Source: an optimization exercise on an open RTL-to-GDS flow (aim: a short achievable clock period and few clock cycles). Production flows keep margins and buffers that such runs may drop.
Only the layout flow was run in this run; the RTL was not checked for function there.
No activity file was given, so power comes from the tool's default toggle rates.

===== design/flow/design.v =====
`timescale 1ns/10ps
module rv_core (
	input  logic        clk,
	input  logic        reset,
	output logic [31:0] imem_addr,
	input  logic [31:0] imem_data,
	output logic [31:0] dmem_addr,
	output logic        dmem_we,
	output logic [31:0] dmem_wdata,
	input  logic [31:0] dmem_rdata
);
	localparam int BHT_W = 6;
	logic [11:0] pc_lo;
	logic [19:0] pc_hi;
	logic [19:0] pc_inc;
	logic        pc_c;
	logic [(1<<BHT_W)-1:0] bht_v;
	logic [1:0]  bht_c [(1<<BHT_W)];
	logic [31:0] rf [1:31];
	logic [31:0] x_last;
	logic        d_valid;
	logic [31:0] d_inst;
	logic [31:0] d_pc;
	logic        d_pred;
	logic [1:0]  d_bc;
	logic [31:0] d_ra;
	logic [31:0] d_rb;
	logic        d_fwa;
	logic        d_fwb;
	logic        x_valid;
	logic [4:0]  x_rd;
	logic        x_we;
	logic [31:0] x_ra;
	logic [31:0] x_rb;
	logic [31:0] x_imm;
	logic [31:0] x_alt;
	logic        x_fwa;
	logic        x_fwb;
	logic        x_useimm;
	logic        x_s_add;
	logic        x_s_sub;
	logic        x_s_slt;
	logic        x_s_sltu;
	logic        x_s_xor;
	logic        x_s_or;
	logic        x_s_and;
	logic        x_s_sll;
	logic        x_s_srl;
	logic        x_s_sra;
	logic        x_s_link;
	logic        x_ld;
	logic        x_st;
	logic        x_br;
	logic [2:0]  x_f3;
	logic        x_pred;
	logic        x_jalr;
	logic [1:0]  x_bc;
	logic [BHT_W-1:0] x_bi;
	logic [31:0] m_addr;
	logic        m_we;
	logic        sb_valid;
	logic [31:0] sb_addr;
	logic [31:0] sb_data;
	logic [31:0] inst;
	logic        f_jal, f_br;
	logic [31:0] f_imm;
	logic [19:0] pc_true_hi;
	logic [BHT_W-1:0] f_bi;
	logic        f_bv;
	logic [1:0]  f_bc;
	logic        f_pred;
	logic [12:0] lo_tgt;
	logic [12:0] lo_seq;
	logic [4:0]  f_rs1, f_rs2;
	logic [31:0] f_rs1_val, f_rs2_val;
	assign inst = imem_data;
	assign f_jal = inst[6:0] == 7'b1101111;
	assign f_br = inst[6:0] == 7'b1100011 && inst[14:13] != 2'b01;
	assign f_imm = f_jal ? {{12{inst[31]}}, inst[19:12], inst[20], inst[30:21], 1'b0}
		: {{20{inst[31]}}, inst[7], inst[30:25], inst[11:8], 1'b0};
	assign f_bi = pc_lo[BHT_W+1:2];
	assign f_bv = bht_v[f_bi];
	assign f_bc = bht_c[f_bi];
	assign f_pred = f_jal || (f_br && (f_bv ? f_bc[1] : inst[31]));
	assign pc_true_hi = pc_hi + pc_inc + {19'b0, pc_c};
	assign lo_tgt = {1'b0, pc_lo} + {1'b0, f_imm[11:0]};
	assign lo_seq = {1'b0, pc_lo} + 13'd4;
	assign imem_addr = {pc_hi, pc_lo};
	assign f_rs1 = inst[19:15];
	assign f_rs2 = inst[24:20];
	assign f_rs1_val = (f_rs1 == 5'd0) ? 32'd0 : rf[f_rs1];
	assign f_rs2_val = (f_rs2 == 5'd0) ? 32'd0 : rf[f_rs2];
	logic [4:0]  opc;
	logic [2:0]  f3;
	logic [6:0]  f7;
	logic [4:0]  rd, rs1, rs2;
	logic        enc_ok;
	logic        d_op, d_opimm, d_lui, d_auipc, d_jal, d_jalr, d_br, d_ld, d_st;
	logic        f7_zero, f7_alt;
	logic [31:0] imm_i, imm_s, imm_b, imm_u;
	logic [31:0] va, vb;
	logic [31:0] link;
	logic [31:0] alt;
	logic [10:0] ld_lo;
	logic        stall;
	assign opc = d_inst[6:2];
	assign f3 = d_inst[14:12];
	assign f7 = d_inst[31:25];
	assign rd = d_inst[11:7];
	assign rs1 = d_inst[19:15];
	assign rs2 = d_inst[24:20];
	assign enc_ok = d_inst[1:0] == 2'b11;
	assign f7_zero = f7 == 7'b0000000;
	assign f7_alt = f7 == 7'b0100000;
	assign d_op    = enc_ok && opc == 5'b01100 &&
		(f7_zero || (f7_alt && (f3 == 3'b000 || f3 == 3'b101)));
	assign d_opimm = enc_ok && opc == 5'b00100 &&
		((f3 != 3'b001 && f3 != 3'b101) || f7_zero || (f3 == 3'b101 && f7_alt));
	assign d_lui   = enc_ok && opc == 5'b01101;
	assign d_auipc = enc_ok && opc == 5'b00101;
	assign d_jal   = enc_ok && opc == 5'b11011;
	assign d_jalr  = enc_ok && opc == 5'b11001 && f3 == 3'b000;
	assign d_br    = enc_ok && opc == 5'b11000 && f3[2:1] != 2'b01;
	assign d_ld    = enc_ok && opc == 5'b00000 && f3 == 3'b010;
	assign d_st    = enc_ok && opc == 5'b01000 && f3 == 3'b010;
	assign imm_i = {{20{d_inst[31]}}, d_inst[31:20]};
	assign imm_s = {{20{d_inst[31]}}, d_inst[31:25], d_inst[11:7]};
	assign imm_b = {{20{d_inst[31]}}, d_inst[7], d_inst[30:25], d_inst[11:8], 1'b0};
	assign imm_u = {d_inst[31:12], 12'b0};
	assign va = d_fwa ? x_last : d_ra;
	assign vb = d_fwb ? x_last : d_rb;
	assign link = d_pc + 32'd4;
	assign alt = d_pc + (d_pred ? 32'd4 : imm_b);
	assign ld_lo = va[10:0] + imm_i[10:0];
	assign stall = d_valid && d_ld && x_valid && x_we && rs1 == x_rd;
	logic [31:0] a, b, opb;
	logic [31:0] sum, diff;
	logic        lt, ltu, eq;
	logic [31:0] alu;
	logic        taken;
	logic        redirect;
	logic [31:0] redirect_pc;
	logic        sb_hit;
	logic [31:0] ldata;
	logic [31:0] result;
	logic        x_store;
	logic        next_ld;
	logic        sb_valid_n;
	logic [31:0] sb_addr_n;
	assign a = x_fwa ? x_last : x_ra;
	assign b = x_fwb ? x_last : x_rb;
	assign opb = x_useimm ? x_imm : b;
	assign sum = a + opb;
	assign diff = a - b;
	assign lt = $signed(a) < $signed(opb);
	assign ltu = a < opb;
	assign eq = a == b;
	assign alu =
		({32{x_s_add}}  & sum) |
		({32{x_s_sub}}  & diff) |
		({32{x_s_slt}}  & {31'b0, lt}) |
		({32{x_s_sltu}} & {31'b0, ltu}) |
		({32{x_s_xor}}  & (a ^ opb)) |
		({32{x_s_or}}   & (a | opb)) |
		({32{x_s_and}}  & (a & opb)) |
		({32{x_s_sll}}  & (a << opb[4:0])) |
		({32{x_s_srl}}  & (a >> opb[4:0])) |
		({32{x_s_sra}}  & 32'($signed(a) >>> opb[4:0])) |
		({32{x_s_link}} & b);
	always_comb begin
		case (x_f3)
			3'b000: taken = eq;
			3'b001: taken = !eq;
			3'b100: taken = lt;
			3'b101: taken = !lt;
			3'b110: taken = ltu;
			default: taken = !ltu;
		endcase
	end
	assign redirect = x_valid && (x_jalr || (x_br && (taken != x_pred)));
	assign redirect_pc = x_jalr ? {sum[31:1], 1'b0} : x_alt;
	assign sb_hit = sb_valid && sb_addr[10:2] == m_addr[10:2];
	assign ldata = sb_hit ? sb_data : dmem_rdata;
	assign result = x_ld ? ldata : alu;
	assign x_store = x_valid && x_st;
	assign next_ld = d_valid && d_ld && !stall;
	assign sb_valid_n = x_store || (sb_valid && !m_we);
	assign sb_addr_n = x_store ? sum : sb_addr;
	assign dmem_addr = m_addr;
	assign dmem_we = m_we;
	assign dmem_wdata = sb_data;
	always_ff @(posedge clk) begin
		if (reset) begin
			pc_lo <= 12'd0;
			pc_hi <= 20'd0;
			pc_inc <= 20'd0;
			pc_c <= 1'b0;
		end else if (redirect) begin
			pc_lo <= redirect_pc[11:0];
			pc_hi <= redirect_pc[31:12];
			pc_inc <= 20'd0;
			pc_c <= 1'b0;
		end else if (stall) begin
			pc_lo <= pc_lo;
			pc_hi <= pc_hi;
			pc_inc <= pc_inc;
			pc_c <= pc_c;
		end else if (f_pred) begin
			pc_lo <= lo_tgt[11:0];
			pc_hi <= pc_true_hi;
			pc_inc <= f_imm[31:12];
			pc_c <= lo_tgt[12];
		end else begin
			pc_lo <= lo_seq[11:0];
			pc_hi <= pc_true_hi;
			pc_inc <= 20'd0;
			pc_c <= lo_seq[12];
		end
	end
	always_ff @(posedge clk) begin
		if (reset) begin
			for (int i = 1; i < 32; i++) begin
				rf[i] <= 32'd0;
			end
		end else if (x_valid && x_we) begin
			rf[x_rd] <= result;
		end
	end
	always_ff @(posedge clk) begin
		x_last <= result;
	end
	always_ff @(posedge clk) begin
		if (reset || redirect) begin
			d_valid <= 1'b0;
		end else if (!stall) begin
			d_valid <= 1'b1;
		end
		if (stall) begin
			d_ra <= va;
			d_rb <= vb;
			d_fwa <= x_valid && x_we && rs1 == x_rd;
			d_fwb <= x_valid && x_we && rs2 == x_rd;
		end else begin
			d_inst <= inst;
			d_pc <= {pc_true_hi, pc_lo};
			d_pred <= f_pred;
			d_bc <= f_bv ? f_bc : (inst[31] ? 2'b10 : 2'b01);
			d_ra <= f_rs1_val;
			d_rb <= f_rs2_val;
			d_fwa <= x_valid && x_we && f_rs1 == x_rd;
			d_fwb <= x_valid && x_we && f_rs2 == x_rd;
		end
	end
	always_ff @(posedge clk) begin
		if (reset || redirect || stall || !d_valid) begin
			x_valid <= 1'b0;
		end else begin
			x_valid <= 1'b1;
		end
		x_rd <= rd;
		x_we <= (d_op || d_opimm || d_lui || d_auipc || d_jal || d_jalr || d_ld) && rd != 5'd0;
		x_ra <= d_lui ? 32'd0 : (d_auipc ? d_pc : va);
		x_rb <= (d_jal || d_jalr) ? link : vb;
		x_imm <= d_st ? imm_s : ((d_lui || d_auipc) ? imm_u : imm_i);
		x_alt <= alt;
		x_fwa <= x_valid && x_we && rs1 == x_rd && !(d_lui || d_auipc);
		x_fwb <= x_valid && x_we && rs2 == x_rd && (d_op || d_br || d_st);
		x_useimm <= !(d_op || d_br);
		x_s_add <= (d_op && f3 == 3'b000 && !f7[5]) || (d_opimm && f3 == 3'b000) ||
			d_lui || d_auipc;
		x_s_sub <= d_op && f3 == 3'b000 && f7[5];
		x_s_slt <= (d_op || d_opimm) && f3 == 3'b010;
		x_s_sltu <= (d_op || d_opimm) && f3 == 3'b011;
		x_s_xor <= (d_op || d_opimm) && f3 == 3'b100;
		x_s_or <= (d_op || d_opimm) && f3 == 3'b110;
		x_s_and <= (d_op || d_opimm) && f3 == 3'b111;
		x_s_sll <= (d_op || d_opimm) && f3 == 3'b001;
		x_s_srl <= (d_op || d_opimm) && f3 == 3'b101 && !f7[5];
		x_s_sra <= (d_op || d_opimm) && f3 == 3'b101 && f7[5];
		x_s_link <= d_jal || d_jalr;
		x_ld <= d_ld;
		x_st <= d_st;
		x_br <= d_br;
		x_f3 <= f3;
		x_pred <= d_pred;
		x_jalr <= d_jalr;
		x_bc <= d_bc;
		x_bi <= d_pc[BHT_W+1:2];
	end
	always_ff @(posedge clk) begin
		if (reset) begin
			bht_v <= '0;
		end else if (x_valid && x_br) begin
			bht_v[x_bi] <= 1'b1;
		end
		if (x_valid && x_br) begin
			bht_c[x_bi] <= taken ? ((x_bc == 2'b11) ? 2'b11 : x_bc + 2'b01)
				: ((x_bc == 2'b00) ? 2'b00 : x_bc - 2'b01);
		end
	end
	always_ff @(posedge clk) begin
		if (reset) begin
			sb_valid <= 1'b0;
			m_we <= 1'b0;
		end else begin
			sb_valid <= sb_valid_n;
			m_we <= sb_valid_n && !next_ld;
		end
		sb_addr <= sb_addr_n;
		if (x_store) begin
			sb_data <= b;
		end
		m_addr <= {sb_addr_n[31:11], next_ld ? ld_lo : sb_addr_n[10:0]};
	end
endmodule

===== design/flow/flow/run.sh =====
#!/bin/bash
# The standard flow with two changes to how the layout is made: ports are
# buffered with buf_4 cells and repair may swap cells across footprints.
set -o pipefail
bash standard.sh MATCH_CELL_FOOTPRINT=0 "BUFFER_PORTS_ARGS=-buffer_cell sky130_fd_sc_hd__buf_4" finish > standard_flow.log 2>&1

===== design/flow/standard.sh =====
#!/bin/bash
# synth_recipe.tcl (not shown) runs the flow's synth.tcl, then flattens the netlist and writes it again
# the make line also repeats each setting of config.mk as NAME=value (left out here)
make -C /OpenROAD-flow-scripts/flow DESIGN_CONFIG=/design/flow/config.mk WORK_HOME=/design/flow/orfs CLKGATE_MAP_FILE= SYNTH_SCRIPT=/design/flow/synth_recipe.tcl "${@:-finish}"

===== design/flow/config.mk =====
export PLATFORM = sky130hd
export DESIGN_NAME = rv_core
export DESIGN_NICKNAME = rv_core
export VERILOG_FILES = /design/flow/design.v
export SDC_FILE = /design/flow/constraint.sdc
export NUM_CORES = 4
export LEC_CHECK = 0
export ABC_CLOCK_PERIOD_IN_PS = 2500
export CAP_MARGIN = 30
export CORE_MARGIN = 2
export CORE_UTILIZATION = 40
export SETUP_SLACK_MARGIN = 4.2
export SLEW_MARGIN = 30
export TNS_END_PERCENT = 100

===== design/flow/constraint.sdc =====
create_clock -name core_clock -period 7.0 [get_ports {clk}]
set_input_delay 1.4000 -clock core_clock [delete_from_list [all_inputs] [get_ports {clk}]]
set_output_delay 1.4000 -clock core_clock [all_outputs]
set_load 0.01 [all_outputs]

==> flow_summary.json <==
{
  "fmaxAchievable_mhz": 220.3,
  "finish.net_count": 8186,
  "p_leak_nw": 41.48,
  "timing.setup.critical_path_class": "register to register",
  "clock_latency_ps": 870,
  "checkFailReasons": "max-capacitance violations, max-slew violations",
  "whs_path_depth": 0,
  "share_of_the_synthesized_netlist_area_taken_by_xor_and_xnor_gates": 0.01653,
  "finalWorstPathRequiredPeriod_ps": 4539,
  "synth.cell_area_mm2": 0.09008,
  "post-synth-top-count-cell": "nor2_1",
  "chipHeight_um": 478.5,
  "grt_pass1_vias": 70380,
  "finish.instance_area_mm2": 0.1217,
  "finalClockSkew_ps": 77.81,
  "reg2reg_depth": 20,
  "post_synth.cell_area_avg_um2": 12.38,
  "ys_async_sr_fraction": 0,
  "netlist_top_cells_area": "edfxtp_1 42%, mux4_2 18%, dfxtp_1 8.9%, nor2_1 5.6%, mux2i_1 3.0%",
  "seq_area_frac_synth": 0.5129,
  "fp.dieArea_mm2": 0.2290,
  "post-synth-top-area-fraction": 0.4240,
  "yosys-mux-area-fraction": 0.2153,
  "cpPeakStageDelay_ps": 480,
  "drive_gt1_frac": 0.4698,
  "detail_route.wirelength_um": 416100,
  "worstMarginPinSlew_ps": 1570,
  "yosysUniqueCellTypes": 95,
  "cts_tree": "done",
  "dominant_combinational_cell_family_by_area_after_synthesis": "multiplexers",
  "totalPowerFinal_w": 0.02702,
  "final_hold_violations": 0,
  "ctsHoldBuffers": 0,
  "synthSimpleGateAreaFrac": 0.1015,
  "overflow": 0,
  "worstSetupPathDepth": 20,
  "number_of_enable_type_register_cells_in_the_synthesized_netlist": 1272,
  "ctsHtreeMaxLevel": 4,
  "critPathBufInv": 7,
  "netlist_instances": 7278,
  "yosysWarningCount": 1,
  "ios": 163,
  "layout_worst_path_cycle_share": 0.6484,
  "ant_nets": 0,
  "compound_gate_portion_of_the_synthesized_area": 0.08676,
  "place.detailed.hpwl_um": 234800,
  "clk_transition_reported_paths_ps": 60,
  "setup_total_negative_slack_ps": 0,
  "drc": 0,
  "dr_iter_0_viols": 10920,
  "timing.max_cap.violations": 2,
  "die_w_um": 478.5,
  "vias_per_cell": 6.688,
  "worstHoldPathType": "register to register",
  "cp_common_cell": "buf_12",
  "end_kind": "register",
  "ys_seq_elements": 1672,
  "cts-root-buf": "clkbuf_16",
  "vias": 73940,
  "slew-limit-headroom": -0.07632,
  "core_region_area_mm2": 0.2242,
  "p_per_area_mw_per_mm2": 222.1,
  "critPathLaunchType": "register",
  "row_count": 174,
  "synth_nets": 7556,
  "grt_first_pass_wirelength_um": 555700,
  "tritoncts_num_sinks": 1672,
  "unrepaired_setup_endpoints_after_global_routing": "yes",
  "worst_ep_required_time_ps": 7780,
  "dpl-instance-area_mm2": 0.09559,
  "grt_util_all_layers": 0.3452,
  "synthAdderAreaFrac": 0.03025,
  "crit_fanout": 8,
  "n_fill_cell": 18150,
  "ys_dominant_reg_cell": "edfxtp_1",
  "hold_start": "d_bc[0]$_DFFE_PN_",
  "max-vdd-ir-drop_mv": 0.2185,
  "gp_routability_congestion": 1.068,
  "outcome": "failed layout checks",
  "dr.pass1.iters": 10,
  "cts_inserted_buffers": 180,
  "synth.top_cells.by_count": "1351 x nor2_1, 1272 x edfxtp_1, 702 x mux4_2",
  "setup_viol": 0,
  "number_of_antenna_violations_at_the_first_check_in_global_routing": 9,
  "buffer_ports.inserted": 162,
  "critical_path.startpoint": "x_fwb$_DFF_P_",
  "timing.final.max_slew_violations": 9,
  "worstPathCellList": "buf_12, buf_12, buf_8, mux2_4, mux2i_4, ha_4, nor4bb_4, o221a_2, o31a_1, a2111o_1, buf_12, mux2_4, o31ai_4, buf_4, nor4_4, nor3_4, buf_12, buf_12, or4_4, o21ai_2",
  "worst-endpoint-arrival_ps": 5320,
  "regToRegStartpoint": "x_fwb$_DFF_P_",
  "worst_path_max_delay_cell": "or4_4",
  "initial_utilization": 0.4017,
  "grt_max_degree": 68,
  "cpLargestDelayFamily": "compound AO/OA/AOI/OAI gates",
  "area_delta_synth_final_pct": 35.07,
  "synthDominantAreaCellType": "edfxtp_1",
  "post_drt_wl_per_cell_um": 37.64,
  "cts.path.max_buffers": 3
}
## cells by family (layout without fill, tap and decap cells)
group / Yosys count / in the layout
compound gates: 1180 / 1205
xor+xnor: 170 / 170
fa+ha+maj: 214 / 224
buf+inv: 828 / 1551
flops: 1672 / 1672
mux: 1049 / 1049
other cells: 0 / 3
simple gates: 2165 / 2190
## flip-flops by register name, summed over array words and instances, names as in the netlist, 2 cells and up, named ones only
signal and flops:
sb_addr 31, rf 1024, bht_v 64, m_addr 12
d_bc 2, d_inst 32, pc_lo 12, x_rb 32
x_last 32, d_ra 32, bht_c 128, x_alt 32
sb_data 32, x_bc 2, x_rd 5, pc_inc 9
d_pc 32, x_ra 32, x_f3 3, x_imm 32
d_rb 32, x_bi 6, pc_hi 20
## area by class of cell
class                           instances  area (um2)  area share
Timing Repair inverter                  5       53.80   0.0004422
Clock buffer                          239        4890     0.04019
Antenna cell                            3       7.507  0.00006170
Tap cell                             2992        3744     0.03077
Timing Repair Buffer                  992       11860     0.09750
Clock inverter                         96       814.5    0.006695
Inverter                              219        1072    0.008813
Sequential cell                      1672       46360      0.3811
Multi-Input combinational cell       4838       52860      0.4345
## worst paths after layout
check                                 to  slack [ps]
setup / recovery  pc_lo[11]$_SDFFE_PP0N_        2460
hold / removal           x_bc[0]$_DFF_P_         350
setup reg to reg  pc_lo[11]$_SDFFE_PP0N_        2460
hold reg to reg          x_bc[0]$_DFF_P_         350
## what timing repair did
item / 4_1_cts / 5_1_grt
buffers inserted: 406 / 162
setup endpoints to repair: 2581 / 1576
pin swaps: 249 / 317
gates cloned: 134 / 33
gates resized for setup: 1341 / 1598
## placed cells by master (no fill, tap or decap), types with 41 or more instances in the layout
cell type	instances
nand2_8	57
buf_12	117
clkbuf_1	44
mux2i_1	172
o211ai_1	88
inv_1	143
mux4_2	702
ha_4	55
a21o_1	71
o22ai_2	47
nand3_1	73
mux2_4	44
edfxtp_1	1272
nand2_2	44
xnor2_1	101
nor2_4	569
o22ai_1	45
ha_1	128
buf_4	525
clkbuf_16	254
nand2b_1	41
o21ai_0	119
buf_6	220
dfxtp_1	339
nor2_1	572
nand2_1	292
o21ai_1	44
a21oi_2	50
a21oi_1	213
nor2_2	210
mux2i_4	61
## where the power goes
part	switching [W]	leakage (nW)	total (W)	internal, W
Sequential	0.000246	16.3	0.0113	0.0111
Clock	0.00422	2.79	0.00943	0.00520
Combinational	0.00367	22.4	0.00629	0.00262
## per-stage QoR
step	cells	hold WS [ps]	setup slack [ps]	utilization
final	11060	345.1	2461	0.5426
after floorplan	7278	323.3	2754	-
after CTS	10860	347.9	2550	0.5056
after global placement	9981	326.5	650.5	0.4261
after global routing	11050	351.2	2386	0.5426
after detailed placement	9982	335.1	1135	0.4263
## metal layers
| metal | wire length (um) | vias up | global-route usage | part of all wire |
|---|---|---|---|---|
| met5 | 53 | - | 0 | 0.00013 |
| met4 | 28150 | 8 | 0.1913 | 0.068 |
| met3 | 62380 | 1258 | 0.1223 | 0.15 |
| met2 | 181100 | 6030 | 0.5146 | 0.44 |
| met1 | 144400 | 37580 | 0.4377 | 0.35 |
| li1 | - | 29060 | - | - |

-- separate check: timing with driven ports --
No port has a modelled driver above. Below, the same layout with a new extraction and two added sets of constraints. Step 1, drivers: a clkbuf_16 drives clk and a buf_2 each remaining input, both assumed. Step 2 adds t to the input delays and takes it off the output delays; t is the mean of the earliest and latest rising clock arrival at the registers after step 1. Input paths then give back, and output paths get back, about the clock's delay inside the block. Three values: ideal ports, drivers, drivers and shift; two values: the first two.
shift t [ns]: 0.913
setup slack, ns: 2.461 / 2.461 / 2.112
slew at the worst register clock pin (ns): 0.08 / 0.08
For this run, drivers alone change the setup slack by 0.000 ns; drivers and shift together by -0.349 ns.
